Source: an optimization exercise on an open RTL-to-GDS flow (aim: small area, a short achievable clock period and few clock cycles per item). Production flows keep margins and buffers that such runs may drop.
Where RTL was checked, it was by simulation tests only, not by an equivalence proof against the original.
No activity file was given, so power comes from the tool's default toggle rates.

==> flow/design.v (excerpt) <==
module masked_byte_pattern_search (
  input  wire          clk_i,
  input  wire          rst_ni,
  input  wire          cfg_we_i,
  input  wire [5:0]    cfg_pattern_length_i,
  input  wire          in_valid_i,
  output logic         in_ready_o,
  input  wire          mode_i,
  input  wire [4:0]    element_index_i,
  input  wire [7:0]    byte_value_i,
  input  wire          wildcard_req_i,
  input  wire          last_byte_i,
  output logic         out_valid_o,
  input  wire          out_ready_i,
  output logic         found_o,
  output logic [15:0]  match_offset_o
);
Size: ~2,100 cells after synthesis, ~580 flip-flops, ~46 I/O pins, ~24,000 sq um of cells after synthesis.
make LEC_CHECK=0 CAP_MARGIN=20 CORE_MARGIN=2 CORE_UTILIZATION=55 CTS_BUF_LIST='sky130_fd_sc_hd__clkbuf_4 sky130_fd_sc_hd__clkbuf_8' SETUP_SLACK_MARGIN=3.9 SLEW_MARGIN=20 finish   # period 7.0 ns
run.sh (not shown) runs the stock make flow with config.mk's settings and CLKGATE_MAP_FILE= SYNTH_SCRIPT=/design/flow/synth_recipe.tcl, a recipe that flattens the netlist after the stock synthesis.
The starting point completed with no timing, DRC or antenna violations.
Rerun with:
Settings changed: CORE_UTILIZATION 55 to 40, CTS_BUF_LIST sky130_fd_sc_hd__clkbuf_4 sky130_fd_sc_hd__clkbuf_8 to default.
Outcome:
- The changed run went through all stages and came out clean
- wire length climbs by a few percent
- total power rose by a few percent
- critical path depth fell by 1
- via count went down slightly
- die area went up by well over a third
No functional check of the RTL was part of any run of this note.

---

Another version of the RTL of masked_byte_pattern_search (not shown whole).
Size: ~1800 cells after synthesis, ~590 flip-flops.
Settings: LEC_CHECK=0, CAP_MARGIN=20, CORE_MARGIN=2, CORE_UTILIZATION=50, CTS_CLUSTER_DIAMETER=100, CTS_CLUSTER_SIZE=30, SETUP_SLACK_MARGIN=3.9, SLEW_MARGIN=20, SYNTH_HIERARCHICAL=1; clock period 7.0 ns.
standard.sh (not shown) runs the stock make flow with config.mk's settings and CLKGATE_MAP_FILE= SYNTH_SCRIPT=/design/flow/synth_recipe.tcl, a recipe that flattens the netlist after the stock synthesis.
==> flow/flow/run.sh <==
#!/bin/bash
# Layout: the standard flow (standard.sh, with its unchanged synthesis) with two
# changes: the port buffers start as the smallest plain buffer (buf_1) instead of the
# resizer's default pick, and the out_ready_i / in_ready_o pins, joined by the only
# port-to-port path, are placed next to each other. Timing repair resizes the buffers
# that need it. The whole make output goes to flow_make.log in this folder.
set -euo pipefail
bash standard.sh \
  "BUFFER_PORTS_ARGS=-buffer_cell sky130_fd_sc_hd__buf_1" \
  "PLACE_PINS_ARGS=-group_pins {out_ready_i in_ready_o}" \
  finish > flow_make.log 2>&1
The first run produced a clean layout.
Testbench counts at the start, summed over its fixed seeds: cycles 35,837, items 35,633.
Edit:
SLEW_MARGIN = 45   (was 20)
The new run ran to the end with no violations.
Total power rises by 1.4%.
Setup slack got worse by 0.0040 ns.
Non-clock buffer count rises by 8.
Sequential power is about the same.
Count of clock-buffer cells in the layout rises by 1.
Edit:
==> flow/run.sh (new file) <==
#!/bin/bash
# synth_recipe.tcl (not shown) runs the flow's synth.tcl, then flattens the netlist and writes it again
# the make line also repeats each setting of config.mk as NAME=value (left out here)
make -C /OpenROAD-flow-scripts/flow DESIGN_CONFIG=/design/flow/config.mk WORK_HOME=/design/flow/orfs CLKGATE_MAP_FILE= SYNTH_SCRIPT=/design/flow/synth_recipe.tcl finish
SLEW_MARGIN = 20   (was 45)
removed: flow/flow/run.sh
removed: flow/standard.sh
Effect: Total power barely changes. Sequential power stays flat. Utilization rises by 0.92 points. Via count rises by 1.2%. Setup slack barely changes. Wire length climbs by 2.4%. Synthesized area is unchanged. Final cell count stays flat.
Edit:
==> flow/flow/run.sh (new file) <==
#!/bin/bash
# Layout: the standard flow (standard.sh, with its unchanged synthesis) with two
# changes: the port buffers start as the smallest plain buffer (buf_1) instead of the
# resizer's default pick, and the out_ready_i / in_ready_o pins, joined by the only
# port-to-port path, are placed next to each other. Timing repair resizes the buffers
# that need it. The whole make output goes to flow_make.log in this folder.
set -euo pipefail
bash standard.sh \
  "BUFFER_PORTS_ARGS=-buffer_cell sky130_fd_sc_hd__buf_1" \
  "PLACE_PINS_ARGS=-group_pins {out_ready_i in_ready_o}" \
  finish > flow_make.log 2>&1
==> flow/standard.sh (new file) <==
#!/bin/bash
# synth_recipe.tcl (not shown) runs the flow's synth.tcl, then flattens the netlist and writes it again
# the make line also repeats each setting of config.mk as NAME=value (left out here)
make -C /OpenROAD-flow-scripts/flow DESIGN_CONFIG=/design/flow/config.mk WORK_HOME=/design/flow/orfs CLKGATE_MAP_FILE= SYNTH_SCRIPT=/design/flow/synth_recipe.tcl "${@:-finish}"
CORE_UTILIZATION = 60   (was 50)
SLEW_MARGIN = 45   (was 20)
removed: flow/run.sh
Outcome: The new run produced a clean layout; die area fell by 16%; synthesized area stays the same; non-clock buffer count is lower by 17; final area went down by about 2.8%; via count goes down by about 1.9%; sequential share of layout area rises by 1.7 points; first-iteration DRC count fell by 1.2%; count of clock-buffer cells in the layout rises by 1.

---

Setup of build 39:
Another version of the RTL of masked_byte_pattern_search (not shown whole).
Size: about 590 flip-flops, roughly 46 I/O pins.
clock: 7.0 ns
lec_check: 0
cap_margin: 20
core_margin: 2
core_utilization: 50
cts_cluster_diameter: 100
cts_cluster_size: 30
setup_slack_margin: 3.9
slew_margin: 20
synth_hierarchical: 1
==> flow/flow/run.sh <==
#!/bin/bash
# Layout: the standard flow (standard.sh, with its unchanged synthesis) with two
# changes: the port buffers start as the smallest plain buffer (buf_1) instead of the
# resizer's default pick, and the out_ready_i / in_ready_o pins, joined by the only
# port-to-port path, are placed next to each other. Timing repair resizes the buffers
# that need it. The whole make output goes to flow_make.log in this folder.
set -euo pipefail
bash standard.sh \
  "BUFFER_PORTS_ARGS=-buffer_cell sky130_fd_sc_hd__buf_1" \
  "PLACE_PINS_ARGS=-group_pins {out_ready_i in_ready_o}" \
  finish > flow_make.log 2>&1
Testbench counts of build 39, summed over its fixed seeds: cycles 35,837, items 35,633.
diff inputs: build 39 => build 62
==> flow/run.sh (new file) <==
#!/bin/bash
# synth_recipe.tcl (not shown) runs the flow's synth.tcl, then flattens the netlist and writes it again
# the make line also repeats each setting of config.mk as NAME=value (left out here)
make -C /OpenROAD-flow-scripts/flow DESIGN_CONFIG=/design/flow/config.mk WORK_HOME=/design/flow/orfs CLKGATE_MAP_FILE= SYNTH_SCRIPT=/design/flow/synth_recipe.tcl finish
diff --git a/flow/config.mk b/flow/config.mk
--- a/flow/config.mk
+++ b/flow/config.mk
@@ -11,5 +11,6 @@
 export CTS_CLUSTER_DIAMETER = 100
 export CTS_CLUSTER_SIZE = 30
-export SETUP_SLACK_MARGIN = 3.9
+export SETUP_SLACK_MARGIN = 3.86
 export SLEW_MARGIN = 20
 export SYNTH_HIERARCHICAL = 1
+export TNS_END_PERCENT = 20
removed: flow/flow/run.sh
removed: flow/standard.sh
Findings:
Build 62 ran to completion and came out clean on the timing, DRC and antenna checks.
Build 62 and build 39 ended up with nearly the same reported combinational group power.
Relative to build 39, the area used by multi-input combinational logic of build 62 is lower by 0.78%.
Of build 62 and build 39, the run reporting the higher routed length on met1 was build 62.
Final count of hold timing violations: build 39 vs build 62 identical
Cts-stage hold buffer count: build 62 vs build 39 identical
Comparing build 62 and build 39, the lower area growth from synthesis to layout is on build 39.
Relative to build 39, global-route wire length before repair has gone up in build 62.
Final worst slack was lower in the run labelled build 62.
Relative to build 39, the aggregate routed wire length measured on build 62 has increased slightly.
For build 51, these inputs were changed with respect to build 62:
diff --git a/flow/config.mk b/flow/config.mk
--- a/flow/config.mk
+++ b/flow/config.mk
@@ -8,9 +8,8 @@
 export CAP_MARGIN = 20
 export CORE_MARGIN = 2
-export CORE_UTILIZATION = 50
+export CORE_UTILIZATION = 40
 export CTS_CLUSTER_DIAMETER = 100
 export CTS_CLUSTER_SIZE = 30
-export SETUP_SLACK_MARGIN = 3.86
+export SETUP_SLACK_MARGIN = 3.9
 export SLEW_MARGIN = 20
 export SYNTH_HIERARCHICAL = 1
-export TNS_END_PERCENT = 20
## What came out
Build 51 ends up with higher part of the power in the clock network than build 62 does. Going from build 62 to build 51, the number of fill cells in the layout was found to have gone up by about 34%. Build 51: all stages complete, timing, DRC and antenna checks passed. Build 51 drops more vias than build 62. Re initial antenna violation count: build 51 is 2 down on build 62. Relative to build 62, logic gate share of total power has gone up in build 51. Re I/O pin count: no difference whatsoever between build 51 and build 62. Cmp build 51 vs build 62: met2 usage in global routing lower in build 51.

==> static timing again, ports no longer ideal <==
In the flow no input, the clock included, has a driving cell. The finished layouts below were timed again as built, in two steps. Step 1 (the two cells are an assumption about what drives the block):
set clk [get_ports {clk_i}]
set_driving_cell -lib_cell sky130_fd_sc_hd__clkbuf_16 $clk
set_driving_cell -lib_cell sky130_fd_sc_hd__buf_2 [delete_from_list [all_inputs] $clk]
Step 2 also shifts input and output timing later by t, the mid clock arrival at the registers, as if the neighbouring blocks saw the same clock. a / b / c = ideal ports / drivers / drivers and shift; a / b = the first two.
run	t, ns	slack for setup (ns)	worst hold slack (ns)	worst register clock-pin slew, ns
the first run of note 1	0.724	3.795 / 3.757 / 3.228	0.479 / 0.479 / 0.479	0.07 / 0.07
the second run of note 1	0.678	3.750 / 3.789 / 3.111	0.477 / 0.477 / 0.477	0.07 / 0.07
the first run of note 2	0.630	3.859 / 3.827 / 3.299	0.522 / 0.522 / 0.522	0.12 / 0.12
the second run of note 2	0.641	3.855 / 3.823 / 3.488	0.493 / 0.493 / 0.493	0.12 / 0.12
the third run of note 2	0.631	3.856 / 3.836 / 3.410	0.485 / 0.485 / 0.485	0.12 / 0.12
the fourth run of note 2	0.637	3.862 / 3.831 / 3.300	0.447 / 0.447 / 0.447	0.12 / 0.12
build 39	0.630	3.859 / 3.827 / 3.299	0.522 / 0.522 / 0.522	0.12 / 0.12
build 62	0.641	3.852 / 3.821 / 3.275	0.492 / 0.492 / 0.492	0.12 / 0.12
build 51	0.627	3.859 / 3.825 / 3.395	0.423 / 0.423 / 0.423	0.12 / 0.12
After both steps setup and hold are still met in every run listed. The setup slack of the second run of note 1, which loses most, moves by +0.039 ns with the drivers and by -0.639 ns with both steps.
